Context: an optimization exercise on an open-source flow, tuned for small area. The choices shown serve that exercise and are no tape-out recipe.
Function was not checked in any run shown here: the RTL went through the layout flow alone.
Power and IR drop assume default switching activity.

**flow/flow/run.sh**
```bash
#!/bin/bash
# Layout of alu_seq: the standard flow (standard.sh, all steps unchanged), with the port
# buffers that global placement inserts on every input and output made of the smallest buffer
# cell, sky130_fd_sc_hd__buf_1, in place of the flow's default choice. Each tool's output is kept
# in a log of its own here; ORFS also keeps per-step logs under orfs/logs.
set -euo pipefail
export BUFFER_PORTS_ARGS="-buffer_cell sky130_fd_sc_hd__buf_1"
export CTS_ARGS="-sink_clustering_enable -repair_clock_nets -dont_use_dummy_load -buf_list {sky130_fd_sc_hd__clkbuf_4 sky130_fd_sc_hd__clkbuf_8} -root_buf sky130_fd_sc_hd__clkbuf_8 -sink_clustering_size 12 -sink_clustering_max_diameter 60"
bash standard.sh > standard.log 2>&1
```
**flow/standard.sh**
```bash
#!/bin/bash
# synth_recipe.tcl (not shown) runs the flow's synth.tcl, then flattens the netlist and writes it again
# the make line also repeats each setting of config.mk as NAME=value (left out here)
make -C /OpenROAD-flow-scripts/flow DESIGN_CONFIG=/design/flow/config.mk WORK_HOME=/design/flow/orfs CLKGATE_MAP_FILE= SYNTH_SCRIPT=/design/flow/synth_recipe.tcl "${@:-finish}"
```
**flow/config.mk**
```make
export PLATFORM = sky130hd
export DESIGN_NAME = alu_seq
export DESIGN_NICKNAME = alu_seq
export VERILOG_FILES = /design/flow/design.v
export SDC_FILE = /design/flow/constraint.sdc
export NUM_CORES = 4
export LEC_CHECK = 0
export CAP_MARGIN = 20
export CORE_MARGIN = 2
export CORE_UTILIZATION = 40
export SLEW_MARGIN = 20
export SYNTH_HIERARCHICAL = 1
```
**flow/constraint.sdc**
```tcl
create_clock -name core_clock -period 10.0 [get_ports {clk}]
set_input_delay 2.0000 -clock core_clock [delete_from_list [all_inputs] [get_ports {clk}]]
set_output_delay 2.0000 -clock core_clock [all_outputs]
set_load 0.01 [all_outputs]
```
**flow/design.v**
```verilog
`default_nettype none
package diablo_alu_pkg;
  localparam int ALU_OP_W = 4;
  typedef enum logic [ALU_OP_W-1:0] {
    ALU_ADD  = 4'd0,
    ALU_SUB  = 4'd1,
    ALU_AND  = 4'd2,
    ALU_OR   = 4'd3,
    ALU_XOR  = 4'd4,
    ALU_SLL  = 4'd5,
    ALU_SRL  = 4'd6,
    ALU_SRA  = 4'd7,
    ALU_SLT  = 4'd8,
    ALU_SLTU = 4'd9,
    ALU_MUL  = 4'd10,
    ALU_DIV  = 4'd11,
    ALU_DIVU = 4'd12,
    ALU_REM  = 4'd13,
    ALU_REMU = 4'd14
  } alu_op_e;
  typedef enum logic [1:0] {
    ST_IDLE = 2'd0,
    ST_BUSY = 2'd1,
    ST_DONE = 2'd2
  } alu_state_e;
  function automatic logic op_is_iter(input alu_op_e op);
    case (op)
      diablo_alu_pkg::ALU_MUL, diablo_alu_pkg::ALU_DIVU, diablo_alu_pkg::ALU_REMU: op_is_iter = 1'b1;
      diablo_alu_pkg::ALU_DIV, diablo_alu_pkg::ALU_REM: op_is_iter = 1'b1;
      default:                     op_is_iter = 1'b0;
    endcase
  endfunction
endpackage
`default_nettype wire
`default_nettype none
module alu_fa (
  input  logic i_a,
  input  logic i_b,
  input  logic i_c,
  output logic o_s,
  output logic o_c
);
  assign o_s = i_a ^ i_b ^ i_c;
  assign o_c = (i_a & i_b) | (i_a & i_c) | (i_b & i_c);
endmodule
module alu_muldiv_iter
#(
  parameter int XLEN = 64
) (
  input  logic [XLEN-1:0] i_acc,
  input  logic            i_bitin,
  input  logic [XLEN-1:0] i_b,
  input  logic            i_c1n,
  input  logic            i_c0n,
  input  logic            i_y64,
  input  logic            i_cin,
  output logic [XLEN:0]   o_sum
);
  logic [XLEN:0] x, y, s0, c0, pa;
  logic [7:0] bc;
  assign x = {i_acc, i_bitin};
  always_comb for (int i = 0; i < XLEN; i++) y[i] = !(i_b[i] ? i_c1n : i_c0n);
  assign y[XLEN] = i_y64;
  assign bc[0] = i_cin;
  alu_fa u_fa0 (.i_a(x[0]), .i_b(y[0]), .i_c(bc[0]), .o_s(s0[0]), .o_c(c0[0]));
  alu_fa u_fa1 (.i_a(x[1]), .i_b(y[1]), .i_c(c0[0]), .o_s(s0[1]), .o_c(c0[1]));
  alu_fa u_fa2 (.i_a(x[2]), .i_b(y[2]), .i_c(c0[1]), .o_s(s0[2]), .o_c(c0[2]));
  alu_fa u_fa3 (.i_a(x[3]), .i_b(y[3]), .i_c(c0[2]), .o_s(s0[3]), .o_c(c0[3]));
  alu_fa u_fa4 (.i_a(x[4]), .i_b(y[4]), .i_c(c0[3]), .o_s(s0[4]), .o_c(c0[4]));
  alu_fa u_fa5 (.i_a(x[5]), .i_b(y[5]), .i_c(c0[4]), .o_s(s0[5]), .o_c(c0[5]));
  alu_fa u_fa6 (.i_a(x[6]), .i_b(y[6]), .i_c(c0[5]), .o_s(s0[6]), .o_c(c0[6]));
  alu_fa u_fa7 (.i_a(x[7]), .i_b(y[7]), .i_c(c0[6]), .o_s(s0[7]), .o_c(c0[7]));
  alu_fa u_fa8 (.i_a(x[8]), .i_b(y[8]), .i_c(c0[7]), .o_s(s0[8]), .o_c(c0[8]));
  assign o_sum[8:0] = s0[8:0];
  assign bc[1] = c0[8];
  assign s0[9] = x[9] ^ y[9];
  assign c0[9] = x[9] & y[9];
  alu_fa u_fa10 (.i_a(x[10]), .i_b(y[10]), .i_c(c0[9]), .o_s(s0[10]), .o_c(c0[10]));
  alu_fa u_fa11 (.i_a(x[11]), .i_b(y[11]), .i_c(c0[10]), .o_s(s0[11]), .o_c(c0[11]));
  alu_fa u_fa12 (.i_a(x[12]), .i_b(y[12]), .i_c(c0[11]), .o_s(s0[12]), .o_c(c0[12]));
  alu_fa u_fa13 (.i_a(x[13]), .i_b(y[13]), .i_c(c0[12]), .o_s(s0[13]), .o_c(c0[13]));
  alu_fa u_fa14 (.i_a(x[14]), .i_b(y[14]), .i_c(c0[13]), .o_s(s0[14]), .o_c(c0[14]));
  alu_fa u_fa15 (.i_a(x[15]), .i_b(y[15]), .i_c(c0[14]), .o_s(s0[15]), .o_c(c0[15]));
  alu_fa u_fa16 (.i_a(x[16]), .i_b(y[16]), .i_c(c0[15]), .o_s(s0[16]), .o_c(c0[16]));
  alu_fa u_fa17 (.i_a(x[17]), .i_b(y[17]), .i_c(c0[16]), .o_s(s0[17]), .o_c(c0[17]));
  alu_fa u_fa18 (.i_a(x[18]), .i_b(y[18]), .i_c(c0[17]), .o_s(s0[18]), .o_c(c0[18]));
  assign pa[9] = s0[9];
  assign o_sum[9] = s0[9] ^ bc[1];
  assign pa[10] = pa[9] & s0[10];
  assign o_sum[10] = s0[10] ^ (bc[1] & pa[9]);
  assign pa[11] = pa[10] & s0[11];
  assign o_sum[11] = s0[11] ^ (bc[1] & pa[10]);
  assign pa[12] = pa[11] & s0[12];
  assign o_sum[12] = s0[12] ^ (bc[1] & pa[11]);
  assign pa[13] = pa[12] & s0[13];
  assign o_sum[13] = s0[13] ^ (bc[1] & pa[12]);
  assign pa[14] = pa[13] & s0[14];
  assign o_sum[14] = s0[14] ^ (bc[1] & pa[13]);
  assign pa[15] = pa[14] & s0[15];
  assign o_sum[15] = s0[15] ^ (bc[1] & pa[14]);
  assign pa[16] = pa[15] & s0[16];
  assign o_sum[16] = s0[16] ^ (bc[1] & pa[15]);
  assign pa[17] = pa[16] & s0[17];
  assign o_sum[17] = s0[17] ^ (bc[1] & pa[16]);
  assign pa[18] = pa[17] & s0[18];
  assign o_sum[18] = s0[18] ^ (bc[1] & pa[17]);
  assign bc[2] = c0[18] | (bc[1] & pa[18]);
  assign s0[19] = x[19] ^ y[19];
  assign c0[19] = x[19] & y[19];
  alu_fa u_fa20 (.i_a(x[20]), .i_b(y[20]), .i_c(c0[19]), .o_s(s0[20]), .o_c(c0[20]));
  alu_fa u_fa21 (.i_a(x[21]), .i_b(y[21]), .i_c(c0[20]), .o_s(s0[21]), .o_c(c0[21]));
  alu_fa u_fa22 (.i_a(x[22]), .i_b(y[22]), .i_c(c0[21]), .o_s(s0[22]), .o_c(c0[22]));
  alu_fa u_fa23 (.i_a(x[23]), .i_b(y[23]), .i_c(c0[22]), .o_s(s0[23]), .o_c(c0[23]));
  alu_fa u_fa24 (.i_a(x[24]), .i_b(y[24]), .i_c(c0[23]), .o_s(s0[24]), .o_c(c0[24]));
  alu_fa u_fa25 (.i_a(x[25]), .i_b(y[25]), .i_c(c0[24]), .o_s(s0[25]), .o_c(c0[25]));
  alu_fa u_fa26 (.i_a(x[26]), .i_b(y[26]), .i_c(c0[25]), .o_s(s0[26]), .o_c(c0[26]));
  alu_fa u_fa27 (.i_a(x[27]), .i_b(y[27]), .i_c(c0[26]), .o_s(s0[27]), .o_c(c0[27]));
  alu_fa u_fa28 (.i_a(x[28]), .i_b(y[28]), .i_c(c0[27]), .o_s(s0[28]), .o_c(c0[28]));
  assign pa[19] = s0[19];
  assign o_sum[19] = s0[19] ^ bc[2];
  assign pa[20] = pa[19] & s0[20];
  assign o_sum[20] = s0[20] ^ (bc[2] & pa[19]);
  assign pa[21] = pa[20] & s0[21];
  assign o_sum[21] = s0[21] ^ (bc[2] & pa[20]);
  assign pa[22] = pa[21] & s0[22];
  assign o_sum[22] = s0[22] ^ (bc[2] & pa[21]);
  assign pa[23] = pa[22] & s0[23];
  assign o_sum[23] = s0[23] ^ (bc[2] & pa[22]);
  assign pa[24] = pa[23] & s0[24];
  assign o_sum[24] = s0[24] ^ (bc[2] & pa[23]);
  assign pa[25] = pa[24] & s0[25];
  assign o_sum[25] = s0[25] ^ (bc[2] & pa[24]);
  assign pa[26] = pa[25] & s0[26];
  assign o_sum[26] = s0[26] ^ (bc[2] & pa[25]);
  assign pa[27] = pa[26] & s0[27];
  assign o_sum[27] = s0[27] ^ (bc[2] & pa[26]);
  assign pa[28] = pa[27] & s0[28];
  assign o_sum[28] = s0[28] ^ (bc[2] & pa[27]);
  assign bc[3] = c0[28] | (bc[2] & pa[28]);
  assign s0[29] = x[29] ^ y[29];
  assign c0[29] = x[29] & y[29];
  alu_fa u_fa30 (.i_a(x[30]), .i_b(y[30]), .i_c(c0[29]), .o_s(s0[30]), .o_c(c0[30]));
  alu_fa u_fa31 (.i_a(x[31]), .i_b(y[31]), .i_c(c0[30]), .o_s(s0[31]), .o_c(c0[31]));
  alu_fa u_fa32 (.i_a(x[32]), .i_b(y[32]), .i_c(c0[31]), .o_s(s0[32]), .o_c(c0[32]));
  alu_fa u_fa33 (.i_a(x[33]), .i_b(y[33]), .i_c(c0[32]), .o_s(s0[33]), .o_c(c0[33]));
  alu_fa u_fa34 (.i_a(x[34]), .i_b(y[34]), .i_c(c0[33]), .o_s(s0[34]), .o_c(c0[34]));
  alu_fa u_fa35 (.i_a(x[35]), .i_b(y[35]), .i_c(c0[34]), .o_s(s0[35]), .o_c(c0[35]));
  alu_fa u_fa36 (.i_a(x[36]), .i_b(y[36]), .i_c(c0[35]), .o_s(s0[36]), .o_c(c0[36]));
  alu_fa u_fa37 (.i_a(x[37]), .i_b(y[37]), .i_c(c0[36]), .o_s(s0[37]), .o_c(c0[37]));
  alu_fa u_fa38 (.i_a(x[38]), .i_b(y[38]), .i_c(c0[37]), .o_s(s0[38]), .o_c(c0[38]));
  assign pa[29] = s0[29];
  assign o_sum[29] = s0[29] ^ bc[3];
  assign pa[30] = pa[29] & s0[30];
  assign o_sum[30] = s0[30] ^ (bc[3] & pa[29]);
  assign pa[31] = pa[30] & s0[31];
  assign o_sum[31] = s0[31] ^ (bc[3] & pa[30]);
  assign pa[32] = pa[31] & s0[32];
  assign o_sum[32] = s0[32] ^ (bc[3] & pa[31]);
  assign pa[33] = pa[32] & s0[33];
  assign o_sum[33] = s0[33] ^ (bc[3] & pa[32]);
  assign pa[34] = pa[33] & s0[34];
  assign o_sum[34] = s0[34] ^ (bc[3] & pa[33]);
  assign pa[35] = pa[34] & s0[35];
  assign o_sum[35] = s0[35] ^ (bc[3] & pa[34]);
  assign pa[36] = pa[35] & s0[36];
  assign o_sum[36] = s0[36] ^ (bc[3] & pa[35]);
  assign pa[37] = pa[36] & s0[37];
  assign o_sum[37] = s0[37] ^ (bc[3] & pa[36]);
  assign pa[38] = pa[37] & s0[38];
  assign o_sum[38] = s0[38] ^ (bc[3] & pa[37]);
  assign bc[4] = c0[38] | (bc[3] & pa[38]);
  assign s0[39] = x[39] ^ y[39];
  assign c0[39] = x[39] & y[39];
  alu_fa u_fa40 (.i_a(x[40]), .i_b(y[40]), .i_c(c0[39]), .o_s(s0[40]), .o_c(c0[40]));
  alu_fa u_fa41 (.i_a(x[41]), .i_b(y[41]), .i_c(c0[40]), .o_s(s0[41]), .o_c(c0[41]));
  alu_fa u_fa42 (.i_a(x[42]), .i_b(y[42]), .i_c(c0[41]), .o_s(s0[42]), .o_c(c0[42]));
  alu_fa u_fa43 (.i_a(x[43]), .i_b(y[43]), .i_c(c0[42]), .o_s(s0[43]), .o_c(c0[43]));
  alu_fa u_fa44 (.i_a(x[44]), .i_b(y[44]), .i_c(c0[43]), .o_s(s0[44]), .o_c(c0[44]));
  alu_fa u_fa45 (.i_a(x[45]), .i_b(y[45]), .i_c(c0[44]), .o_s(s0[45]), .o_c(c0[45]));
  alu_fa u_fa46 (.i_a(x[46]), .i_b(y[46]), .i_c(c0[45]), .o_s(s0[46]), .o_c(c0[46]));
  alu_fa u_fa47 (.i_a(x[47]), .i_b(y[47]), .i_c(c0[46]), .o_s(s0[47]), .o_c(c0[47]));
  assign pa[39] = s0[39];
  assign o_sum[39] = s0[39] ^ bc[4];
  assign pa[40] = pa[39] & s0[40];
  assign o_sum[40] = s0[40] ^ (bc[4] & pa[39]);
  assign pa[41] = pa[40] & s0[41];
  assign o_sum[41] = s0[41] ^ (bc[4] & pa[40]);
  assign pa[42] = pa[41] & s0[42];
  assign o_sum[42] = s0[42] ^ (bc[4] & pa[41]);
  assign pa[43] = pa[42] & s0[43];
  assign o_sum[43] = s0[43] ^ (bc[4] & pa[42]);
  assign pa[44] = pa[43] & s0[44];
  assign o_sum[44] = s0[44] ^ (bc[4] & pa[43]);
  assign pa[45] = pa[44] & s0[45];
  assign o_sum[45] = s0[45] ^ (bc[4] & pa[44]);
  assign pa[46] = pa[45] & s0[46];
  assign o_sum[46] = s0[46] ^ (bc[4] & pa[45]);
  assign pa[47] = pa[46] & s0[47];
  assign o_sum[47] = s0[47] ^ (bc[4] & pa[46]);
  assign bc[5] = c0[47] | (bc[4] & pa[47]);
  assign s0[48] = x[48] ^ y[48];
  assign c0[48] = x[48] & y[48];
  alu_fa u_fa49 (.i_a(x[49]), .i_b(y[49]), .i_c(c0[48]), .o_s(s0[49]), .o_c(c0[49]));
  alu_fa u_fa50 (.i_a(x[50]), .i_b(y[50]), .i_c(c0[49]), .o_s(s0[50]), .o_c(c0[50]));
  alu_fa u_fa51 (.i_a(x[51]), .i_b(y[51]), .i_c(c0[50]), .o_s(s0[51]), .o_c(c0[51]));
  alu_fa u_fa52 (.i_a(x[52]), .i_b(y[52]), .i_c(c0[51]), .o_s(s0[52]), .o_c(c0[52]));
  alu_fa u_fa53 (.i_a(x[53]), .i_b(y[53]), .i_c(c0[52]), .o_s(s0[53]), .o_c(c0[53]));
  alu_fa u_fa54 (.i_a(x[54]), .i_b(y[54]), .i_c(c0[53]), .o_s(s0[54]), .o_c(c0[54]));
  alu_fa u_fa55 (.i_a(x[55]), .i_b(y[55]), .i_c(c0[54]), .o_s(s0[55]), .o_c(c0[55]));
  alu_fa u_fa56 (.i_a(x[56]), .i_b(y[56]), .i_c(c0[55]), .o_s(s0[56]), .o_c(c0[56]));
  assign pa[48] = s0[48];
  assign o_sum[48] = s0[48] ^ bc[5];
  assign pa[49] = pa[48] & s0[49];
  assign o_sum[49] = s0[49] ^ (bc[5] & pa[48]);
  assign pa[50] = pa[49] & s0[50];
  assign o_sum[50] = s0[50] ^ (bc[5] & pa[49]);
  assign pa[51] = pa[50] & s0[51];
  assign o_sum[51] = s0[51] ^ (bc[5] & pa[50]);
  assign pa[52] = pa[51] & s0[52];
  assign o_sum[52] = s0[52] ^ (bc[5] & pa[51]);
  assign pa[53] = pa[52] & s0[53];
  assign o_sum[53] = s0[53] ^ (bc[5] & pa[52]);
  assign pa[54] = pa[53] & s0[54];
  assign o_sum[54] = s0[54] ^ (bc[5] & pa[53]);
  assign pa[55] = pa[54] & s0[55];
  assign o_sum[55] = s0[55] ^ (bc[5] & pa[54]);
  assign pa[56] = pa[55] & s0[56];
  assign o_sum[56] = s0[56] ^ (bc[5] & pa[55]);
  assign bc[6] = c0[56] | (bc[5] & pa[56]);
  assign s0[57] = x[57] ^ y[57];
  assign c0[57] = x[57] & y[57];
  alu_fa u_fa58 (.i_a(x[58]), .i_b(y[58]), .i_c(c0[57]), .o_s(s0[58]), .o_c(c0[58]));
  alu_fa u_fa59 (.i_a(x[59]), .i_b(y[59]), .i_c(c0[58]), .o_s(s0[59]), .o_c(c0[59]));
  alu_fa u_fa60 (.i_a(x[60]), .i_b(y[60]), .i_c(c0[59]), .o_s(s0[60]), .o_c(c0[60]));
  alu_fa u_fa61 (.i_a(x[61]), .i_b(y[61]), .i_c(c0[60]), .o_s(s0[61]), .o_c(c0[61]));
  alu_fa u_fa62 (.i_a(x[62]), .i_b(y[62]), .i_c(c0[61]), .o_s(s0[62]), .o_c(c0[62]));
  alu_fa u_fa63 (.i_a(x[63]), .i_b(y[63]), .i_c(c0[62]), .o_s(s0[63]), .o_c(c0[63]));
  alu_fa u_fa64 (.i_a(x[64]), .i_b(y[64]), .i_c(c0[63]), .o_s(s0[64]), .o_c(c0[64]));
  assign pa[57] = s0[57];
  assign o_sum[57] = s0[57] ^ bc[6];
  assign pa[58] = pa[57] & s0[58];
  assign o_sum[58] = s0[58] ^ (bc[6] & pa[57]);
  assign pa[59] = pa[58] & s0[59];
  assign o_sum[59] = s0[59] ^ (bc[6] & pa[58]);
  assign pa[60] = pa[59] & s0[60];
  assign o_sum[60] = s0[60] ^ (bc[6] & pa[59]);
  assign pa[61] = pa[60] & s0[61];
  assign o_sum[61] = s0[61] ^ (bc[6] & pa[60]);
  assign pa[62] = pa[61] & s0[62];
  assign o_sum[62] = s0[62] ^ (bc[6] & pa[61]);
  assign pa[63] = pa[62] & s0[63];
  assign o_sum[63] = s0[63] ^ (bc[6] & pa[62]);
  assign pa[64] = pa[63] & s0[64];
  assign o_sum[64] = s0[64] ^ (bc[6] & pa[63]);
  assign bc[7] = c0[64] | (bc[6] & pa[64]);
endmodule
`default_nettype wire
`default_nettype none
module alu_seq
#(
  parameter int XLEN = 64
) (
  input  logic            clk,
  input  logic            rst_n,
  input  logic            in_valid,
  output logic            in_ready,
  input  logic [diablo_alu_pkg::ALU_OP_W-1:0] in_op,
  input  logic [XLEN-1:0] in_a,
  input  logic [XLEN-1:0] in_b,
  output logic            out_valid,
  input  logic            out_ready,
  output logic [XLEN-1:0] out_result,
  output logic            out_err
);
  localparam int SHW = $clog2(XLEN);
  localparam logic [1:0] S_PRE = 2'd0, S_P0 = 2'd1, S_P1 = 2'd2, S_P2 = 2'd3;
  logic            r_ov;
  logic [1:0]      r_st;
  logic [SHW-1:0]  r_k;
  logic            r_abit;
  logic            r_lt;
  logic            r_pbit;
  logic [XLEN-1:0] r_acc;
  logic [XLEN-1:0] r_q;
  logic            r_psgn;
  logic            r_f1;
  logic            r_f2;
  logic            r_err;
  diablo_alu_pkg::alu_op_e w_op;
  logic w_p0, w_p1, w_p2, w_first, w_lastk, w_last, w_done;
  logic w_add, w_sub_op, w_logic, w_shift, w_mul, w_cmp, w_isdiv, w_two;
  logic w_signed, w_rem, w_sa, w_bn, w_negq, w_e, w_e63, w_sub, w_bk, w_diff, w_lt, w_lbit;
  logic [SHW-1:0]  w_kn;
  logic            w_knl, w_hold;
  logic            w_bitin, w_yen, w_yinv, w_y64, w_cin;
  logic [XLEN:0]   w_sum;
  assign w_op     = diablo_alu_pkg::alu_op_e'(in_op);
  assign w_add    = (w_op == diablo_alu_pkg::ALU_ADD);
  assign w_sub_op = (w_op == diablo_alu_pkg::ALU_SUB);
  assign w_logic  = (w_op == diablo_alu_pkg::ALU_AND) || (w_op == diablo_alu_pkg::ALU_OR) ||
                    (w_op == diablo_alu_pkg::ALU_XOR);
  assign w_shift  = (w_op == diablo_alu_pkg::ALU_SLL) || (w_op == diablo_alu_pkg::ALU_SRL) ||
                    (w_op == diablo_alu_pkg::ALU_SRA);
  assign w_cmp    = (w_op == diablo_alu_pkg::ALU_SLT) || (w_op == diablo_alu_pkg::ALU_SLTU);
  assign w_mul    = (w_op == diablo_alu_pkg::ALU_MUL);
  assign w_isdiv  = diablo_alu_pkg::op_is_iter(w_op) && !w_mul;
  assign w_two    = w_logic || w_cmp || w_shift;
  assign w_signed = (w_op == diablo_alu_pkg::ALU_DIV) || (w_op == diablo_alu_pkg::ALU_REM);
  assign w_rem    = (w_op == diablo_alu_pkg::ALU_REM) || (w_op == diablo_alu_pkg::ALU_REMU);
  assign w_sa     = w_signed && in_a[XLEN-1];
  assign w_bn     = w_signed && in_b[XLEN-1];
  assign w_p0     = (r_st == S_P0);
  assign w_p1     = (r_st == S_P1);
  assign w_p2     = (r_st == S_P2);
  assign w_first  = (r_k == SHW'(XLEN-1));
  assign w_lastk  = (r_k == '0);
  assign w_last   = w_p2 || (w_p1 && w_two) || (w_p0 && !w_two && !w_isdiv);
  assign w_done   = w_last && w_lastk;
  assign in_ready = !r_ov && (w_done || !in_valid);
  assign out_valid  = r_ov;
  assign out_result = r_acc;
  assign out_err    = r_err;
  assign w_kn  = (r_st == S_PRE) ? SHW'(XLEN-1) : (r_k - 1'b1);
  assign w_knl = (w_kn < in_b[SHW-1:0]);
  always_ff @(posedge clk) begin
    r_abit <= ((in_op == 4'd6 || in_op == 4'd7) && w_knl) ? ((in_op == 4'd7) && in_a[XLEN-1]) : in_a[w_kn];
    r_lt   <= w_knl;
  end
  assign w_bk   = r_acc[XLEN-1];
  assign w_diff = r_abit ^ w_bk;
  always_comb begin
    case (w_op)
      diablo_alu_pkg::ALU_AND: w_lbit = r_abit & w_bk;
      diablo_alu_pkg::ALU_OR:  w_lbit = r_abit | w_bk;
      default:                 w_lbit = w_diff;
    endcase
  end
  assign w_lt = (r_f1 && !w_first) ? r_f2
              : (w_diff && ((w_first && w_op == diablo_alu_pkg::ALU_SLT) ? r_abit : w_bk));
  assign w_e63  = ((&r_acc) && r_psgn) || (r_f2 && r_pbit);
  assign w_e    = w_sa && r_f2;
  assign w_negq = (w_sa ^ w_bn) && !r_f1;
  assign w_sub  = w_p1 ? !r_psgn : (w_sa && r_psgn);
  always_comb begin
    w_bitin = 1'b0;
    w_yen   = 1'b0;
    w_yinv  = 1'b0;
    w_y64   = 1'b0;
    w_cin   = 1'b0;
    case (r_st)
      S_P0: begin
        if (w_add || w_sub_op || w_shift) w_bitin = r_abit;
        if (w_add || w_sub_op || w_logic || w_cmp) w_yen = w_lastk;
        if (w_sub_op) begin
          w_yinv = w_lastk;
          w_cin  = w_lastk;
        end
        if (w_mul) w_yen = r_abit;
      end
      S_P1: begin
        if (w_shift && w_op != diablo_alu_pkg::ALU_SLL) w_bitin = r_acc[XLEN-1];
        if (w_logic) w_bitin = w_lbit;
        if (w_cmp)   w_bitin = w_lastk && w_lt;
        if (w_isdiv) begin
          w_bitin = r_abit ^ w_sa;
          w_yen   = 1'b1;
          w_yinv  = w_sub ^ w_bn;
          w_cin   = w_sub ^ w_bn;
          w_y64   = w_sub;
        end
      end
      S_P2: begin
        if (!w_rem) begin
          w_bitin = r_q[XLEN-1] ^ w_negq;
          w_cin   = w_lastk && (w_e ^ w_negq);
        end else begin
          w_bitin = r_acc[XLEN-1] ^ w_sa;
          w_yen   = w_lastk && (w_e ^ r_psgn);
          w_yinv  = w_lastk && (w_e ^ r_psgn) && (w_sub ^ w_bn);
          w_cin   = w_lastk && (w_e ^ r_psgn) && (w_sub ^ w_bn);
        end
      end
      default: ;
    endcase
  end
  alu_muldiv_iter #(
    .XLEN (XLEN)
  ) u_dp (
    .i_acc  (r_acc),
    .i_bitin(w_bitin),
    .i_b    (in_b),
    .i_c1n  (!(w_yen ^ w_yinv)),
    .i_c0n  (!w_yinv),
    .i_y64  (w_y64),
    .i_cin  (w_cin),
    .o_sum  (w_sum)
  );
  always_ff @(posedge clk or negedge rst_n) begin
    if (!rst_n) begin
      r_ov <= 1'b0;
      r_st <= S_PRE;
    end else begin
      if (r_ov) begin
        if (out_ready) r_ov <= 1'b0;
      end else if (in_valid && w_done) begin
        r_ov <= 1'b1;
      end
      if (r_ov || !in_valid || w_done)    r_st <= S_PRE;
      else if (r_st == S_PRE || w_lastk)  r_st <= r_st + 1'b1;
    end
  end
  always_ff @(posedge clk) begin
    r_k    <= w_kn;
    r_pbit <= w_bitin;
    r_q    <= {r_q[XLEN-2:0], !w_sum[XLEN]};
    if (w_p0) r_psgn <= 1'b0;
    if (w_p1) r_psgn <= w_sum[XLEN];
  end
  assign w_hold = w_p1 && w_shift && ((w_op == diablo_alu_pkg::ALU_SLL) ? !r_lt : r_lt);
  always_ff @(posedge clk) begin
    if (!r_ov && !w_hold) r_acc <= w_sum[XLEN-1:0];
    if (!r_ov) r_err <= (in_op == 4'd15);
  end
  always_ff @(posedge clk) begin
    if (w_p1) begin
      if (w_isdiv) begin
        if (w_first) r_f1 <= !w_sum[XLEN];
        r_f2 <= !w_first && (((&r_acc) && r_psgn) || (r_f2 && r_pbit));
      end else begin
        r_f1 <= (r_f1 && !w_first) || w_diff;
        r_f2 <= w_lt;
      end
    end else if (w_p2 && w_first) begin
      r_f2 <= w_e63;
    end
  end
endmodule
`default_nettype wire
```
==> results of run 1 <==
==> critical path, delay by kind of cell <==
family	cells	cell delay (ps)
XOR/XNOR	2	440
multiplexers	1	170
AND/OR/NAND/NOR	5	1350
buffers and inverters	1	420
AO/OA/AOI/OAI	6	1310
adder cells (fa/ha/maj)	10	3900
==> power breakdown <==
part | internal [mW] | total, mW | leakage [nW] | switching (mW)
combinational | 0.373 | 0.911 | 2.51 | 0.538
sequential | 0.896 | 1.11 | 1.42 | 0.210
clock | 0.150 | 0.332 | 0.122 | 0.182
==> worst max-delay path by stage <==
stage                   from             end
floorplan           in_op[1]  r_f1$_DFFE_PP_
global placement    in_op[0]  r_f1$_DFFE_PP_
detailed placement  in_op[0]  r_f1$_DFFE_PP_
CTS                 in_op[0]  r_f1$_DFFE_PP_
global route        in_op[0]  r_f1$_DFFE_PP_
finish              in_op[0]  r_f1$_DFFE_PP_
==> kinds of logic after synthesis <==
kind of cell	Yosys count	share of synthesized area (%)
AO/OA/AOI/OAI	117	9.39
multiplexers	80	9.43
flip-flops	144	41.2
adder cells (fa/ha/maj)	85	17.3
buffers and inverters	72	4.59
XOR/XNOR	60	6.22
AND/OR/NAND/NOR	182	11.8
==> stage by stage <==
stage	total power, mW	utilization [%]	std cells	setup WS (ps)
finish	2.35	46.4	1196	564
CTS	2.37	46.4	1196	641
floorplan	1.73	-	740	728
global placement	2.03	45.2	1179	466
global route	2.51	46.4	1196	103
detailed placement	2.03	45.2	1179	191
==> modules after synthesis (local to each module, per instance), excerpt <==
module	flip-flops and latches	cells inside	area (µm²)
alu_fa	0	1	20.0
alu_seq	144	439	5560
==> routing by layer <==
metal	up-vias	GRT usage, %
met1	3054	24.9
met3	33	4.55
li1	3042	-
met5	-	0
met2	227	32.7
met4	0	6.21
==> cell usage in the layout (no fill, tap or decap), types with 6 or more instances in the layout <==
master,n
and2_1,6
o221ai_1,6
xnor2_1,38
edfxtp_1,68
mux2i_1,74
o22ai_1,6
a211oi_1,11
nand4_1,29
dfxtp_1,73
ha_1,26
buf_4,10
nor4_1,6
buf_1,202
a221oi_1,8
nor3_1,6
nand3_1,25
inv_1,21
clkbuf_8,17
fa_1,59
o21ai_0,21
and3_1,10
xor2_1,20
a21oi_1,23
nand2_1,41
nor2_1,18
==> area by class of cell <==
cell class                 instances  area, µm²
clock buffer                      17        234
inverter                          24       90.1
timing repair buffer             212        833
sequential                       144       3580
tap                              275        344
fill                            1995      11300
multi-input combinational        524       4730
==> flip-flops by register name (all words and copies together), names as in the netlist <==
signal and cells:
r_ov 1, r_lt 1, r_abit 1, r_k 6
r_q 64, r_err 1, r_f1 1, r_acc 64
r_st 2, r_psgn 1, r_pbit 1, r_f2 1
==> summary.txt, run 1 <==
Timing:
- The final clock period utilization by the worst path is a little over nine tenths.
- For the pin with the worst max-slew slack, the measured transition is 877 ps.
- The number of hold violations in the final report was 0.
- Setup repair after global routing left no endpoint under its margin.
- The final setup violation count is 0.
- Across all hold checks on the routed design, the worst slack comes to ~320 ps.
- The final number of max-transition violations is 0.
- Counting I/O delays and the setup requirement, the final critical path takes roughly 9400 ps.
- The achievable clock frequency is 0.106 GHz.
- The worst pin sits at a relative slew slack of ~42%.
- Across the routed clock network, the largest skew measured is 24.1 ps.
- The accumulated negative setup slack is 0 ps.

Place:
- The half-perimeter wire length after placement is 17200 µm.
- The global placer's final weighted congestion is between 0.8 and 0.9.
- The instance area after placement is approximately 9600 µm².
- The count of buffers added on input and output ports is ~200.

Routing:
- In the routed layout, each cell is associated on average with a via count of ~5.3.
- For this block, the via count after detailed routing is ~6400.
- The number of violations reported at the end of detailed-routing iteration 0 is around 430.
- The first detailed-routing pass ran for 5 iterations.
- The met2 wire length is between 10000 and 15000 µm.
- In the final routing, the length of wire on met1 measures 9480 µm.
- The detailed router used layers up to and including met4.
- The detail route stage leaves a number of antenna-violating nets equal to 0.
- The post-route DRC violation count is 0.
- The total met3 wirelength after detailed routing is 1480 µm.
- The total wire length is around 22000 µm.
- The routed wire length per instance is roughly 18 µm.

Setup path:
- The critical-path maximum fanout is 27.
- The critical path is of the primary input to flip-flop type.
- The endpoint identified for the worst register-to-register timing path is r_f1$_DFFE_PP_.
- STA classifies the critical path endpoint as a flip-flop.
- The worst endpoint data arrival time is about 9600 ps.
- Data on the critical path is required at its endpoint by around 10000 ps.
- The cell at the slowest stage of the critical path is fa_1.
- The startpoint identified for the worst register-to-register timing path is r_k[0]$_DFF_P_.
- The number of cells on the worst reg-to-reg path is 26.
- The critical path's most frequent cell is fa_1.
- For flop-to-flop paths, the worst setup slack is 1870 ps.
- STA classifies the critical path startpoint as a primary input.
- The largest incremental delay on the critical path is about 520 ps.

CTS:
- TritonCTS created 17 clock buffers.
- The longest clock path from root to sink contains 2 buffers.
- Buffers inserted to repair hold after CTS numbered 0.
- Post-CTS timing repair inserted 0 buffers for setup.
- The deepest level of the CTS H-tree is 4.
- CTS saw 144 sinks.
- The tree is rooted in a clkbuf_8.
- The number of gates resized after cts is 0.
- The later pin in the worst-skew pair is clocked with a latency of roughly 430 ps.
- The TritonCTS clock tree is done.
- The CTS clock-pin slew for the worst setup and hold paths is approximately 80 ps.

Floorplanning:
- The die extent in y is roughly 150 µm.
- In this run the count of I/O pins placed on the die edge is between 200 and 250.
- The initial core utilization is slightly above 40%.
- The number of placement rows is 53.
- The die area is roughly 23000 µm².
- The die is around 150 µm wide.
- The core region is ~21000 µm².

Finish:
- The count of antenna diodes in the layout is 0.
- The proportion of layout cells with a drive suffix above 1 is around 6.0%.
- The finished cells cover around 9800 µm².
- The area added between synthesis and finish is 12.9%.
- After the last flow step, the layout net total stands at around 1100.

Synthesis:
- Counting flops with an async set or reset pin after synthesis yields a share of 2.08%.
- The post-synthesis cell area is between 8000 and 9000 µm².
- The mean instance size in the synthesized netlist is roughly 12 µm².
- Ranked by instance count, the synthesized netlist is headed by mux2i_1, dfxtp_1, edfxtp_1, fa_1, nand2_1.
- The most common flop cell mapped by yosys is dfxtp_1.
- The share of synthesized area occupied by flip-flops and latches is ~40%.
- The netlist uses 74 different library cells.
- The largest area contributor in the synthesized netlist is edfxtp_1.
- The number of flops mapped to enable cells by yosys is between 60 and 70.
- The number of nets in the synthesized netlist is just under 1000.
- The flop and latch count out of synthesis is between 100 and 150.
- Yosys printed 9 warnings.
- By area the synthesized netlist is led by edfxtp_1, dfxtp_1, fa_1.
- The top-area cell type share of the netlist area is 23.5%.
- Among all cell types in the netlist, the one instantiated most often is mux2i_1.
- In the synthesized netlist, the number of instances is 740.

Worst hold path:
- The hold-critical path endpoint is r_q[34]$_DFF_P_.
- The worst hold path passes through 0 cells.
- The origin of the worst min-delay path is r_q[33]$_DFF_P_.
- The tightest min-delay check is of the flip-flop to flip-flop type.

Pwr:
- The leakage power total is around 4 nW.
- The peak supply drop is 0.128 mV.
- In this run the power density over the cells is approximately 240 nW/µm².

Global route:
- Entering global routing, the biggest net connects 65 pins.
- The initial antenna violation count was 0.
- The total global-route track usage is ~19%.
- The first global-routing pass estimated between 30000 and 40000 µm of wire.
- The aggregate global routing overflow is 0.
- The via count of the first global-routing pass was 6251.

Run:
- The max capacitance violation total is 0.

Run status:
- The run finished with no timing, DRC or antenna violations.
==> run 2: changes to the inputs <==
==> flow/flow/run.sh (replaced) <==
#!/bin/bash
# Layout of alu_seq: the standard flow (standard.sh, all steps unchanged), with the port
# buffers that global placement inserts on every input and output made of the smallest buffer
# cell, sky130_fd_sc_hd__buf_1, in place of the flow's default choice. Each tool's output is kept
# in a log of its own here; ORFS also keeps per-step logs under orfs/logs.
set -euo pipefail
export BUFFER_PORTS_ARGS="-buffer_cell sky130_fd_sc_hd__buf_1"
export CTS_ARGS="-sink_clustering_enable -sink_clustering_levels 2 -repair_clock_nets -dont_use_dummy_load -buf_list {sky130_fd_sc_hd__clkbuf_4 sky130_fd_sc_hd__clkbuf_8} -root_buf sky130_fd_sc_hd__clkbuf_8 -sink_clustering_size 40 -sink_clustering_max_diameter 300"
bash standard.sh > standard.log 2>&1
==> run 2 against run 1 <==
Design area unchanged. Sequential share of layout area did not move. Largest power group unchanged. Power stayed put. Still clean. Core utilization unchanged. Non-clock buffer count stayed put. Global-route usage unchanged. Combinational power hardly changed. Sequential power about the same. Routed wire length did not move. Clock power barely moved.
==> summary.txt, run 2 <==
Routing:
- The post-route DRC violation count is 0 (unchanged).
- The total iterations of the first detailed-routing run is 5 (unchanged).
- The via total after detailed routing was 6356 (unchanged).
- The post-detailed-route count of antenna-violating nets is 0 (unchanged).
- The via density per instance is 5.31 (unchanged).
- The number of violations reported at the end of detailed-routing iteration 0 is 431 (unchanged).
- The total wire length is 22100 µm (unchanged).
- The routed wire length per instance came to 18.5 µm (unchanged).

Synthesis:
- The library cell with the highest instance count after synthesis is mux2i_1.
- Ranked by instance count, the synthesized netlist is headed by mux2i_1, dfxtp_1, edfxtp_1, fa_1, nand2_1.
- Summed over all instances, the cell type with the most area after synthesis is edfxtp_1.
- By area the synthesized netlist is led by edfxtp_1, dfxtp_1, fa_1.
- The share of flip-flops with an asynchronous set or reset after synthesis is 2.08% (unchanged).
- The number of distinct library cell variants in the gate-level netlist after synthesis is 74 (unchanged).
- Among all flip-flop cells after synthesis, the most frequent one is dfxtp_1.
- The number of cells produced by synthesis is 740 (unchanged).
- The post-synthesis net count was 961 (unchanged).
- The total of warnings raised by yosys is 9 (unchanged).
- The share of synthesized area occupied by flip-flops and latches was 41.2% (unchanged).
- The flop and latch count out of synthesis is 144 (unchanged).
- The post-synthesis cell area came to 8690 µm² (unchanged).
- The number of flops mapped to enable cells by yosys is 68 (unchanged).
- The top-area cell type share of the netlist area came to 23.5% (unchanged).
- The mean instance size in the synthesized netlist is 11.7 µm² (unchanged).

CTS:
- The buffer depth of the longest clock path is 2 (unchanged).
- The number of CTS-inserted buffers was 17 (unchanged).
- The deepest level of the CTS H-tree was 4 (unchanged).
- The post-CTS setup buffer count is 0 (unchanged).
- The number of hold-repair buffers added at the cts stage was 0 (unchanged).
- The CTS clock-pin slew for the worst setup and hold paths came to 80 ps (about the same).
- The count of clock tree sinks came to 144 (unchanged).
- The number of gates resized after cts is 0 (unchanged).
- The source-to-sink clock delay at the later pin of the worst-skew pair came to 430 ps (about the same).
- The clock tree root buffer cell is clkbuf_8.
- The TritonCTS clock tree is done.

Finish:
- The number of nets in the finished design is 1144 (unchanged).
- In the final layout, the registers with the most flip-flops are r_acc x64, r_q x64, r_k x6.
- The layout filler cell count came to 1995 (unchanged).
- The area added between synthesis and finish came to 12.9% (unchanged).
- The count of antenna diodes in the layout was 0 (unchanged).
- The most frequent standard cell in the layout excluding fill and tap cells is buf_1.
- The area of the multi-input gates is 4730 µm² (unchanged).
- The proportion of layout cells with a drive suffix above 1 is 5.97% (unchanged).
- The library cells used most frequently in the layout, excluding fill and tap cells, are buf_1, mux2i_1, dfxtp_1, edfxtp_1, fa_1.
- The flip-flop and latch area is 3580 µm² (unchanged).
- The final cell utilization of the core is 46.4% (unchanged).

Setup path:
- The worst endpoint data arrival time is 9600 ps (about the same).
- Counting stages on the worst path, the most repeated cell is fa_1.
- The number of cells on the worst reg-to-reg path was 26 (unchanged).
- STA classifies the critical path endpoint as a flip-flop.
- The slowest stage of the critical path is the fa_1 cell.
- In this run the critical register-to-register path is launched from r_k[0]$_DFF_P_.
- Tracing the worst setup path back leads to its startpoint at in_op[0].
- The required time at the endpoint of the critical path is 10170 ps (about the same).
- The critical-path maximum fanout is 27 (unchanged).
- The kind of start point of the critical path is a primary input.
- The largest incremental delay on the critical path is 520 ps (about the same).
- The critical path is of the primary input to flip-flop type.

Pwr:
- The total power density per cell area was 240 nW/µm² (unchanged).
- The leakage power total is 4.05 nW (unchanged).
- The peak supply drop is 0.128 mV (unchanged).

Global route:
- The initial antenna violation count is 0 (unchanged).
- The total global-route track usage is 19.5% (unchanged).
- The via count of the first global-routing pass is 6251 (unchanged).
- The met2 track utilization from global routing was 32.7% (unchanged).
- The most used routing layer is met2.
- The aggregate global routing overflow is 0 (unchanged).
- The met3 usage in global routing came to 4.55% (unchanged).
- The met1 track utilization from global routing came to 24.9% (unchanged).
- The first-pass GRT wire length was 33800 µm (unchanged).
- The maximum number of pins on one net before global-route repair was 65 (unchanged).

Worst hold path:
- The origin of the worst min-delay path is r_q[33]$_DFF_P_.
- The number of cells traversed by the worst hold path was 0 (unchanged).
- In this run the worst hold path is classified as flip-flop to flip-flop.

Place:
- The half-perimeter wire length after placement is 17200 µm (unchanged).
- The global placer's final weighted congestion came to 0.855 (unchanged).
- The count of input and output buffers is 202 (unchanged).

Floorplanning:
- The initial core utilization came to 41.1% (unchanged).
- The width of the die is 151 µm (unchanged).
- The top-level port count is 203 (unchanged).
- The die extent in y came to 151 µm (unchanged).
- The die area is 22900 µm² (unchanged).
- The core area came to 21200 µm² (unchanged).
- The number of placement rows is 53 (unchanged).

Timing:
- The achievable clock frequency is 0.106 GHz (unchanged).
- Setup repair after global routing left no endpoint under its margin.
- The accumulated negative setup slack is 0 ps (unchanged).
- The final number of max-transition violations is 0 (unchanged).
- The slew at the pin with the worst max-slew slack is 877 ps (unchanged).
- The worst slew slack as a fraction of its limit is 41.6% (unchanged).
- The number of hold violations in the final report is 0 (unchanged).
- The final critical path time including I/O delays and setup is 9440 ps (unchanged).
- The final clock period utilization by the worst path came to 94.4% (unchanged).
- The setup clock skew after layout is 24.1 ps (unchanged).
- The final setup violation count is 0 (unchanged).

Run status:
- The run finished with no timing, DRC or antenna violations.

Run:
- The max capacitance violation total is 0 (unchanged).
-- run 2: cell type report --
| cell class | instances | share of cell area (%) |
|---|---|---|
| clock buffers | 17 | 2.39 |
| flip-flops and latches | 144 | 36.5 |
| repair buffers | 212 | 8.50 |
| well taps | 275 | 3.51 |
| inverters | 24 | 0.919 |
| multi-input cells | 524 | 48.2 |
-- run 2: final timing paths --
kind / slack, ps / endpoint
hold reg to reg: 320 / r_q[34]$_DFF_P_
min in group asynchronous: 1350 / r_ov$_DFF_PN0_
setup reg to reg: 1870 / r_f1$_DFFE_PP_
hold / removal: 320 / r_q[34]$_DFF_P_
setup / recovery: 560 / r_f1$_DFFE_PP_
max in group asynchronous: 8490 / r_st[0]$_DFFE_PN0P_
-- run 2: logic make-up after synthesis --
| group | share of synthesized area (%) |
|---|---|
| AND/OR/NAND/NOR | 11.8 |
| flip-flops | 41.2 |
| AO/OA/AOI/OAI | 9.39 |
| adder cells (fa/ha/maj) | 17.3 |
| multiplexers | 9.43 |
| buffers and inverters | 4.59 |
| XOR/XNOR | 6.22 |
-- run 2: per-layer routing --
metal	vias up	wire, µm
met3	33	1480
li1	3042	-
met1	3054	9480
met5	-	0
met4	0	476
met2	227	10700
-- run 2: metrics by stage --
step | hold slack [ps] | instance area, µm² | setup WS (ps) | total power, mW | std cells
after floorplan | 310 | 8690 | 728 | 1.73 | 740
after global placement | 312 | 9570 | 466 | 2.03 | 1179
after detailed placement | 312 | 9570 | 191 | 2.03 | 1179
after CTS | 323 | 9810 | 641 | 2.37 | 1196
after global routing | 325 | 9810 | 103 | 2.51 | 1196
final | 315 | 9810 | 564 | 2.35 | 1196
-- run 2: critical path: cells and delay by family --
kind | cells | cell delay [ps]
AO/OA/AOI/OAI | 6 | 1310
adder cells (fa/ha/maj) | 10 | 3900
multiplexers | 1 | 170
AND/OR/NAND/NOR | 5 | 1350
buffers and inverters | 1 | 420
XOR/XNOR | 2 | 440
-- run 2: where the power goes --
part / internal (mW) / switching, mW / total [mW]
logic: 0.373 / 0.538 / 0.911
registers: 0.896 / 0.210 / 1.11
clock network: 0.150 / 0.182 / 0.332
total: 1.42 / 0.930 / 2.35
-- run 2: per-module statistics from Yosys (local to each module, per instance), excerpt --
| module | area (µm²) | times used | cells inside | flops+latches |
|---|---|---|---|---|
| alu_fa | 20.0 | 59 | 1 | 0 |
| alu_seq | 5560 | 1 | 439 | 144 |
==> run 3: changes to the inputs <==
--- a/flow/design.v
+++ b/flow/design.v
@@ -56,7 +56,7 @@
   input  logic            i_cin,
   output logic [XLEN:0]   o_sum
 );
-  logic [XLEN:0] x, y, s0, c0, pa;
+  logic [XLEN:0] x, y, s0, c0, pa, tc;
   logic [7:0] bc;
   assign x = {i_acc, i_bitin};
   always_comb for (int i = 0; i < XLEN; i++) y[i] = !(i_b[i] ? i_c1n : i_c0n);
@@ -84,26 +84,27 @@
   alu_fa u_fa16 (.i_a(x[16]), .i_b(y[16]), .i_c(c0[15]), .o_s(s0[16]), .o_c(c0[16]));
   alu_fa u_fa17 (.i_a(x[17]), .i_b(y[17]), .i_c(c0[16]), .o_s(s0[17]), .o_c(c0[17]));
   alu_fa u_fa18 (.i_a(x[18]), .i_b(y[18]), .i_c(c0[17]), .o_s(s0[18]), .o_c(c0[18]));
-  assign pa[9] = s0[9];
+  assign pa[18] = &s0[18:9];
   assign o_sum[9] = s0[9] ^ bc[1];
-  assign pa[10] = pa[9] & s0[10];
-  assign o_sum[10] = s0[10] ^ (bc[1] & pa[9]);
-  assign pa[11] = pa[10] & s0[11];
-  assign o_sum[11] = s0[11] ^ (bc[1] & pa[10]);
-  assign pa[12] = pa[11] & s0[12];
-  assign o_sum[12] = s0[12] ^ (bc[1] & pa[11]);
-  assign pa[13] = pa[12] & s0[13];
-  assign o_sum[13] = s0[13] ^ (bc[1] & pa[12]);
-  assign pa[14] = pa[13] & s0[14];
-  assign o_sum[14] = s0[14] ^ (bc[1] & pa[13]);
-  assign pa[15] = pa[14] & s0[15];
-  assign o_sum[15] = s0[15] ^ (bc[1] & pa[14]);
-  assign pa[16] = pa[15] & s0[16];
-  assign o_sum[16] = s0[16] ^ (bc[1] & pa[15]);
-  assign pa[17] = pa[16] & s0[17];
-  assign o_sum[17] = s0[17] ^ (bc[1] & pa[16]);
-  assign pa[18] = pa[17] & s0[18];
-  assign o_sum[18] = s0[18] ^ (bc[1] & pa[17]);
+  assign tc[9] = s0[9] & bc[1];
+  assign o_sum[10] = s0[10] ^ tc[9];
+  assign tc[10] = s0[10] & tc[9];
+  assign o_sum[11] = s0[11] ^ tc[10];
+  assign tc[11] = s0[11] & tc[10];
+  assign o_sum[12] = s0[12] ^ tc[11];
+  assign tc[12] = s0[12] & tc[11];
+  assign o_sum[13] = s0[13] ^ tc[12];
+  assign tc[13] = s0[13] & tc[12];
+  assign o_sum[14] = s0[14] ^ tc[13];
+  assign tc[14] = s0[14] & tc[13];
+  assign o_sum[15] = s0[15] ^ tc[14];
+  assign tc[15] = s0[15] & tc[14];
+  assign o_sum[16] = s0[16] ^ tc[15];
+  assign tc[16] = s0[16] & tc[15];
+  assign o_sum[17] = s0[17] ^ tc[16];
+  assign tc[17] = s0[17] & tc[16];
+  assign o_sum[18] = s0[18] ^ tc[17];
+  assign tc[18] = s0[18] & tc[17];
   assign bc[2] = c0[18] | (bc[1] & pa[18]);
   assign s0[19] = x[19] ^ y[19];
   assign c0[19] = x[19] & y[19];
@@ -116,26 +117,27 @@
   alu_fa u_fa26 (.i_a(x[26]), .i_b(y[26]), .i_c(c0[25]), .o_s(s0[26]), .o_c(c0[26]));
   alu_fa u_fa27 (.i_a(x[27]), .i_b(y[27]), .i_c(c0[26]), .o_s(s0[27]), .o_c(c0[27]));
   alu_fa u_fa28 (.i_a(x[28]), .i_b(y[28]), .i_c(c0[27]), .o_s(s0[28]), .o_c(c0[28]));
-  assign pa[19] = s0[19];
+  assign pa[28] = &s0[28:19];
   assign o_sum[19] = s0[19] ^ bc[2];
-  assign pa[20] = pa[19] & s0[20];
-  assign o_sum[20] = s0[20] ^ (bc[2] & pa[19]);
-  assign pa[21] = pa[20] & s0[21];
-  assign o_sum[21] = s0[21] ^ (bc[2] & pa[20]);
-  assign pa[22] = pa[21] & s0[22];
-  assign o_sum[22] = s0[22] ^ (bc[2] & pa[21]);
-  assign pa[23] = pa[22] & s0[23];
-  assign o_sum[23] = s0[23] ^ (bc[2] & pa[22]);
-  assign pa[24] = pa[23] & s0[24];
-  assign o_sum[24] = s0[24] ^ (bc[2] & pa[23]);
-  assign pa[25] = pa[24] & s0[25];
-  assign o_sum[25] = s0[25] ^ (bc[2] & pa[24]);
-  assign pa[26] = pa[25] & s0[26];
-  assign o_sum[26] = s0[26] ^ (bc[2] & pa[25]);
-  assign pa[27] = pa[26] & s0[27];
-  assign o_sum[27] = s0[27] ^ (bc[2] & pa[26]);
-  assign pa[28] = pa[27] & s0[28];
-  assign o_sum[28] = s0[28] ^ (bc[2] & pa[27]);
+  assign tc[19] = s0[19] & bc[2];
+  assign o_sum[20] = s0[20] ^ tc[19];
+  assign tc[20] = s0[20] & tc[19];
+  assign o_sum[21] = s0[21] ^ tc[20];
+  assign tc[21] = s0[21] & tc[20];
+  assign o_sum[22] = s0[22] ^ tc[21];
+  assign tc[22] = s0[22] & tc[21];
+  assign o_sum[23] = s0[23] ^ tc[22];
+  assign tc[23] = s0[23] & tc[22];
+  assign o_sum[24] = s0[24] ^ tc[23];
+  assign tc[24] = s0[24] & tc[23];
+  assign o_sum[25] = s0[25] ^ tc[24];
+  assign tc[25] = s0[25] & tc[24];
+  assign o_sum[26] = s0[26] ^ tc[25];
+  assign tc[26] = s0[26] & tc[25];
+  assign o_sum[27] = s0[27] ^ tc[26];
+  assign tc[27] = s0[27] & tc[26];
+  assign o_sum[28] = s0[28] ^ tc[27];
+  assign tc[28] = s0[28] & tc[27];
   assign bc[3] = c0[28] | (bc[2] & pa[28]);
   assign s0[29] = x[29] ^ y[29];
   assign c0[29] = x[29] & y[29];
@@ -148,26 +150,27 @@
   alu_fa u_fa36 (.i_a(x[36]), .i_b(y[36]), .i_c(c0[35]), .o_s(s0[36]), .o_c(c0[36]));
   alu_fa u_fa37 (.i_a(x[37]), .i_b(y[37]), .i_c(c0[36]), .o_s(s0[37]), .o_c(c0[37]));
   alu_fa u_fa38 (.i_a(x[38]), .i_b(y[38]), .i_c(c0[37]), .o_s(s0[38]), .o_c(c0[38]));
-  assign pa[29] = s0[29];
+  assign pa[38] = &s0[38:29];
   assign o_sum[29] = s0[29] ^ bc[3];
-  assign pa[30] = pa[29] & s0[30];
-  assign o_sum[30] = s0[30] ^ (bc[3] & pa[29]);
-  assign pa[31] = pa[30] & s0[31];
-  assign o_sum[31] = s0[31] ^ (bc[3] & pa[30]);
-  assign pa[32] = pa[31] & s0[32];
-  assign o_sum[32] = s0[32] ^ (bc[3] & pa[31]);
-  assign pa[33] = pa[32] & s0[33];
-  assign o_sum[33] = s0[33] ^ (bc[3] & pa[32]);
-  assign pa[34] = pa[33] & s0[34];
-  assign o_sum[34] = s0[34] ^ (bc[3] & pa[33]);
-  assign pa[35] = pa[34] & s0[35];
-  assign o_sum[35] = s0[35] ^ (bc[3] & pa[34]);
-  assign pa[36] = pa[35] & s0[36];
-  assign o_sum[36] = s0[36] ^ (bc[3] & pa[35]);
-  assign pa[37] = pa[36] & s0[37];
-  assign o_sum[37] = s0[37] ^ (bc[3] & pa[36]);
-  assign pa[38] = pa[37] & s0[38];
-  assign o_sum[38] = s0[38] ^ (bc[3] & pa[37]);
+  assign tc[29] = s0[29] & bc[3];
+  assign o_sum[30] = s0[30] ^ tc[29];
+  assign tc[30] = s0[30] & tc[29];
+  assign o_sum[31] = s0[31] ^ tc[30];
+  assign tc[31] = s0[31] & tc[30];
+  assign o_sum[32] = s0[32] ^ tc[31];
+  assign tc[32] = s0[32] & tc[31];
+  assign o_sum[33] = s0[33] ^ tc[32];
+  assign tc[33] = s0[33] & tc[32];
+  assign o_sum[34] = s0[34] ^ tc[33];
+  assign tc[34] = s0[34] & tc[33];
+  assign o_sum[35] = s0[35] ^ tc[34];
+  assign tc[35] = s0[35] & tc[34];
+  assign o_sum[36] = s0[36] ^ tc[35];
+  assign tc[36] = s0[36] & tc[35];
+  assign o_sum[37] = s0[37] ^ tc[36];
+  assign tc[37] = s0[37] & tc[36];
+  assign o_sum[38] = s0[38] ^ tc[37];
+  assign tc[38] = s0[38] & tc[37];
   assign bc[4] = c0[38] | (bc[3] & pa[38]);
   assign s0[39] = x[39] ^ y[39];
   assign c0[39] = x[39] & y[39];
@@ -179,24 +182,25 @@
   alu_fa u_fa45 (.i_a(x[45]), .i_b(y[45]), .i_c(c0[44]), .o_s(s0[45]), .o_c(c0[45]));
   alu_fa u_fa46 (.i_a(x[46]), .i_b(y[46]), .i_c(c0[45]), .o_s(s0[46]), .o_c(c0[46]));
   alu_fa u_fa47 (.i_a(x[47]), .i_b(y[47]), .i_c(c0[46]), .o_s(s0[47]), .o_c(c0[47]));
-  assign pa[39] = s0[39];
+  assign pa[47] = &s0[47:39];
   assign o_sum[39] = s0[39] ^ bc[4];
-  assign pa[40] = pa[39] & s0[40];
-  assign o_sum[40] = s0[40] ^ (bc[4] & pa[39]);
-  assign pa[41] = pa[40] & s0[41];
-  assign o_sum[41] = s0[41] ^ (bc[4] & pa[40]);
-  assign pa[42] = pa[41] & s0[42];
-  assign o_sum[42] = s0[42] ^ (bc[4] & pa[41]);
-  assign pa[43] = pa[42] & s0[43];
-  assign o_sum[43] = s0[43] ^ (bc[4] & pa[42]);
-  assign pa[44] = pa[43] & s0[44];
-  assign o_sum[44] = s0[44] ^ (bc[4] & pa[43]);
-  assign pa[45] = pa[44] & s0[45];
-  assign o_sum[45] = s0[45] ^ (bc[4] & pa[44]);
-  assign pa[46] = pa[45] & s0[46];
-  assign o_sum[46] = s0[46] ^ (bc[4] & pa[45]);
-  assign pa[47] = pa[46] & s0[47];
-  assign o_sum[47] = s0[47] ^ (bc[4] & pa[46]);
+  assign tc[39] = s0[39] & bc[4];
+  assign o_sum[40] = s0[40] ^ tc[39];
+  assign tc[40] = s0[40] & tc[39];
+  assign o_sum[41] = s0[41] ^ tc[40];
+  assign tc[41] = s0[41] & tc[40];
+  assign o_sum[42] = s0[42] ^ tc[41];
+  assign tc[42] = s0[42] & tc[41];
+  assign o_sum[43] = s0[43] ^ tc[42];
+  assign tc[43] = s0[43] & tc[42];
+  assign o_sum[44] = s0[44] ^ tc[43];
+  assign tc[44] = s0[44] & tc[43];
+  assign o_sum[45] = s0[45] ^ tc[44];
+  assign tc[45] = s0[45] & tc[44];
+  assign o_sum[46] = s0[46] ^ tc[45];
+  assign tc[46] = s0[46] & tc[45];
+  assign o_sum[47] = s0[47] ^ tc[46];
+  assign tc[47] = s0[47] & tc[46];
   assign bc[5] = c0[47] | (bc[4] & pa[47]);
   assign s0[48] = x[48] ^ y[48];
   assign c0[48] = x[48] & y[48];
@@ -208,24 +212,25 @@
   alu_fa u_fa54 (.i_a(x[54]), .i_b(y[54]), .i_c(c0[53]), .o_s(s0[54]), .o_c(c0[54]));
   alu_fa u_fa55 (.i_a(x[55]), .i_b(y[55]), .i_c(c0[54]), .o_s(s0[55]), .o_c(c0[55]));
   alu_fa u_fa56 (.i_a(x[56]), .i_b(y[56]), .i_c(c0[55]), .o_s(s0[56]), .o_c(c0[56]));
-  assign pa[48] = s0[48];
+  assign pa[56] = &s0[56:48];
   assign o_sum[48] = s0[48] ^ bc[5];
-  assign pa[49] = pa[48] & s0[49];
-  assign o_sum[49] = s0[49] ^ (bc[5] & pa[48]);
-  assign pa[50] = pa[49] & s0[50];
-  assign o_sum[50] = s0[50] ^ (bc[5] & pa[49]);
-  assign pa[51] = pa[50] & s0[51];
-  assign o_sum[51] = s0[51] ^ (bc[5] & pa[50]);
-  assign pa[52] = pa[51] & s0[52];
-  assign o_sum[52] = s0[52] ^ (bc[5] & pa[51]);
-  assign pa[53] = pa[52] & s0[53];
-  assign o_sum[53] = s0[53] ^ (bc[5] & pa[52]);
-  assign pa[54] = pa[53] & s0[54];
-  assign o_sum[54] = s0[54] ^ (bc[5] & pa[53]);
-  assign pa[55] = pa[54] & s0[55];
-  assign o_sum[55] = s0[55] ^ (bc[5] & pa[54]);
-  assign pa[56] = pa[55] & s0[56];
-  assign o_sum[56] = s0[56] ^ (bc[5] & pa[55]);
+  assign tc[48] = s0[48] & bc[5];
+  assign o_sum[49] = s0[49] ^ tc[48];
+  assign tc[49] = s0[49] & tc[48];
+  assign o_sum[50] = s0[50] ^ tc[49];
+  assign tc[50] = s0[50] & tc[49];
+  assign o_sum[51] = s0[51] ^ tc[50];
+  assign tc[51] = s0[51] & tc[50];
+  assign o_sum[52] = s0[52] ^ tc[51];
+  assign tc[52] = s0[52] & tc[51];
+  assign o_sum[53] = s0[53] ^ tc[52];
+  assign tc[53] = s0[53] & tc[52];
+  assign o_sum[54] = s0[54] ^ tc[53];
+  assign tc[54] = s0[54] & tc[53];
+  assign o_sum[55] = s0[55] ^ tc[54];
+  assign tc[55] = s0[55] & tc[54];
+  assign o_sum[56] = s0[56] ^ tc[55];
+  assign tc[56] = s0[56] & tc[55];
   assign bc[6] = c0[56] | (bc[5] & pa[56]);
   assign s0[57] = x[57] ^ y[57];
   assign c0[57] = x[57] & y[57];
@@ -236,22 +241,23 @@
   alu_fa u_fa62 (.i_a(x[62]), .i_b(y[62]), .i_c(c0[61]), .o_s(s0[62]), .o_c(c0[62]));
   alu_fa u_fa63 (.i_a(x[63]), .i_b(y[63]), .i_c(c0[62]), .o_s(s0[63]), .o_c(c0[63]));
   alu_fa u_fa64 (.i_a(x[64]), .i_b(y[64]), .i_c(c0[63]), .o_s(s0[64]), .o_c(c0[64]));
-  assign pa[57] = s0[57];
+  assign pa[64] = &s0[64:57];
   assign o_sum[57] = s0[57] ^ bc[6];
-  assign pa[58] = pa[57] & s0[58];
-  assign o_sum[58] = s0[58] ^ (bc[6] & pa[57]);
-  assign pa[59] = pa[58] & s0[59];
-  assign o_sum[59] = s0[59] ^ (bc[6] & pa[58]);
-  assign pa[60] = pa[59] & s0[60];
-  assign o_sum[60] = s0[60] ^ (bc[6] & pa[59]);
-  assign pa[61] = pa[60] & s0[61];
-  assign o_sum[61] = s0[61] ^ (bc[6] & pa[60]);
-  assign pa[62] = pa[61] & s0[62];
-  assign o_sum[62] = s0[62] ^ (bc[6] & pa[61]);
-  assign pa[63] = pa[62] & s0[63];
-  assign o_sum[63] = s0[63] ^ (bc[6] & pa[62]);
-  assign pa[64] = pa[63] & s0[64];
-  assign o_sum[64] = s0[64] ^ (bc[6] & pa[63]);
+  assign tc[57] = s0[57] & bc[6];
+  assign o_sum[58] = s0[58] ^ tc[57];
+  assign tc[58] = s0[58] & tc[57];
+  assign o_sum[59] = s0[59] ^ tc[58];
+  assign tc[59] = s0[59] & tc[58];
+  assign o_sum[60] = s0[60] ^ tc[59];
+  assign tc[60] = s0[60] & tc[59];
+  assign o_sum[61] = s0[61] ^ tc[60];
+  assign tc[61] = s0[61] & tc[60];
+  assign o_sum[62] = s0[62] ^ tc[61];
+  assign tc[62] = s0[62] & tc[61];
+  assign o_sum[63] = s0[63] ^ tc[62];
+  assign tc[63] = s0[63] & tc[62];
+  assign o_sum[64] = s0[64] ^ tc[63];
+  assign tc[64] = s0[64] & tc[63];
   assign bc[7] = c0[64] | (bc[6] & pa[64]);
 endmodule
 `default_nettype wire
==> flow/flow/run.sh (replaced) <==
#!/bin/bash
# Layout of alu_seq: the standard flow (standard.sh, all steps unchanged), with the port
# buffers that global placement inserts on every input and output made of the smallest buffer
# cell, sky130_fd_sc_hd__buf_1, in place of the flow's default choice. Each tool's output is kept
# in a log of its own here; ORFS also keeps per-step logs under orfs/logs.
set -euo pipefail
export BUFFER_PORTS_ARGS="-buffer_cell sky130_fd_sc_hd__buf_1"
export CTS_ARGS="-sink_clustering_enable -repair_clock_nets -dont_use_dummy_load -buf_list {sky130_fd_sc_hd__clkbuf_4 sky130_fd_sc_hd__clkbuf_8} -root_buf sky130_fd_sc_hd__clkbuf_8 -sink_clustering_size 12 -sink_clustering_max_diameter 60"
bash standard.sh > standard.log 2>&1
==> run 3 against run 2 <==
Still clean on timing, DRC and antenna. Register-to-register slack got worse by 350 ps. Cell count shrank 2.9%. Synthesized cell count down 9.1%. Core utilization grew 1.9 points. Power is 2.6% lower. Worst hold slack gained 1.9 ps. Die area is 3.4% lower. Synthesized area is 3.5% lower. Sequential share of layout area decreased by 0.22 points.
==> summary.txt, run 3 <==
Setup path:
- The required time at the endpoint of the critical path is 10140 ps (-30 ps).
- The setup path with the least slack is of type primary input to flip-flop.
- The worst setup path is launched from a primary input.
- The largest incremental delay on the critical path was 470 ps (-50 ps).
- The worst endpoint data arrival time is 9710 ps (+110 ps).

Finish:
- The largest registers in the layout are r_acc x64, r_q x64, r_k x6.
- The number of cells in the finished layout apart from fillers was 1161 (-2.9%).
- The final cell utilization of the core was 48.3% (+1.9 points).
- The count of antenna diodes in the layout is 0 (unchanged).
- The proportion of layout cells with a drive suffix above 1 is 9.32% (+3.3 points).

Worst hold path:
- The class of the worst hold path is flip-flop to flip-flop.

Timing:
- The worst slew slack as a fraction of its limit is 40.5% (-1.0 points).
- The final setup slack of the worst path is 434 ps (-130 ps).
- The slew at the pin with the worst max-slew slack is 892 ps (+15.4 ps).
- The final number of max-transition violations came to 0 (unchanged).
- The final setup violation count is 0 (unchanged).
- The achievable clock frequency is 0.105 GHz (-1.4%).
- The number of hold violations in the final report came to 0 (unchanged).

Synthesis:
- The number of cells produced by synthesis is 673 (-9.1%).
- The flop and latch count out of synthesis came to 144 (unchanged).
- The number of flops mapped to enable cells by yosys is 68 (unchanged).
- The multiplexer share of the synthesized area was 10.1% (+0.64 points).
- The area share of fa/ha/maj cells after synthesis is 24.5% (+7.2 points).
- The total of warnings raised by yosys is 9 (unchanged).
- The post-synthesis compound-gate area fraction was 8.00% (-1.4 points).
- Yosys attributes the largest share of cell area to edfxtp_1, dfxtp_1, fa_1.
- The post-synthesis net count is 938 (-2.4%).
- The post-synthesis share of cell area spent on xor and xnor gates is 2.10% (-4.1 points).
- Counting instances in the post-synthesis netlist gives the leading cell types as mux2i_1, dfxtp_1, ha_1, edfxtp_1, fa_1.

Routing:
- The via total after detailed routing is 6075 (-4.4%).
- The wire length the detailed router placed on met1 came to 9580 µm (+1.0%).
- The total wire length is 21300 µm (-3.6%).
- The post-detailed-route count of antenna-violating nets is 0 (unchanged).
- The total iterations of the first detailed-routing run is 5 (unchanged).
- The via density per instance was 5.23 (-1.5%).

CTS:
- The clock tree root buffer cell is clkbuf_8.

Pwr:
- The leakage power total is 4.34 nW (+7.0%).
- The part of the power in the clock network is 14.6% (+0.5 points).
- The share of total power in sequential cells is 48.5% (+1.4 points).
- The fraction of power consumed by combinational cells was 36.9% (-1.9 points).

Floorplanning:
- The initial core utilization came to 41.1% (about the same).
- The die extent in y is 149 µm (-1.7%).
- The number of placement rows is 52 (-1.9%).

Place:
- The total instance count after detailed placement is 1140 (-3.3%).

Run status:
- The run finished with no timing, DRC or antenna violations.

Global route:
- The first-pass GRT wire length came to 32900 µm (-2.8%).
- The total global-route track usage is 19.5% (+0.065 points).
- The maximum number of pins on one net before global-route repair came to 65 (unchanged).
- The via count of the first global-routing pass was 6041 (-3.4%).
## run 3: per-module statistics from Yosys, one instance, submodules excluded, a selection
module,flip-flops and latches,cell area [µm²],cells inside
alu_fa,0,20.0,1
alu_seq,144,5520,435
## run 3: cell families after synthesis
group	after synthesis
buffers and inverters	69
flip-flops	144
AND/OR/NAND/NOR	135
multiplexers	80
XOR/XNOR	18
adder cells (fa/ha/maj)	129
AO/OA/AOI/OAI	98
## run 3: worst max-delay path, delay by kind of cell
family	cells	cell delay [ps]
AO/OA/AOI/OAI	5	620
AND/OR/NAND/NOR	4	630
multiplexers	1	80
adder cells (fa/ha/maj)	18	5230
buffers and inverters	4	580
XOR/XNOR	3	550
## run 3: routing by layer
layer | global-route usage, % | up-vias
met5 | 0 | -
met1 | 26.5 | 2960
met2 | 32.7 | 218
li1 | - | 2889
met3 | 4.68 | 6
met4 | 3.05 | 2
## run 3: timing repair
| item | 4_1_cts | 5_1_grt |
|---|---|---|
| resized for setup | 1 | 9 |
| pin swaps | 0 | 6 |
| endpoints found under the setup margin | 1 | 9 |
| setup buffers | 0 | 4 |
## run 3: path summary, 6_finish.rpt
kind	end	slack, ps	start	cells after the start
worst min-delay path	r_q[61]$_DFF_P_	320	r_q[60]$_DFF_P_	0
min in group asynchronous	r_ov$_DFF_PN0_	1370	rst_n	1
worst max register to register	r_acc[56]$_DFFE_PP_	1520	r_k[0]$_DFF_P_	33
max in group asynchronous	r_st[0]$_DFFE_PN0P_	8470	rst_n	1
worst max-delay path	r_acc[56]$_DFFE_PP_	430	in_op[2]	35
worst min register to register	r_q[61]$_DFF_P_	320	r_q[60]$_DFF_P_	0
## run 3: power groups by stage
stage	sequential, mW	combinational (mW)	clock (mW)
floorplan	1.10	0.516	0
global placement	1.13	0.834	0
detailed placement	1.12	0.839	0
CTS	1.11	0.844	0.348
global route	1.14	0.942	0.370
finish	1.11	0.845	0.333
## run 3: area by class of cell
cell class	count	area, µm²
tap	270	338
fill	1925	10600
sequential	144	3580
clock buffer	17	234
multi-input combinational	460	4520
inverter	28	105
timing repair buffer	242	1090
## run 3: through the flow
| stage | cell area (µm²) | hold slack [ps] | TNS [ps] |
|---|---|---|---|
| after floorplan | 8390 | 310 | 0 |
| after global placement | 9560 | 311 | -639 |
| after detailed placement | 9560 | 312 | -2510 |
| after CTS | 9790 | 318 | 0 |
| after global routing | 9870 | 322 | -24.6 |
| final | 9870 | 317 | 0 |

Setup slack of run 3, layout unchanged: 0.434 ns with ideal ports, 0.453 ns with driving cells assumed (clock clkbuf_16, inputs buf_2), 0.003 ns with port delays also shifted by the 0.450 ns mid clock arrival.
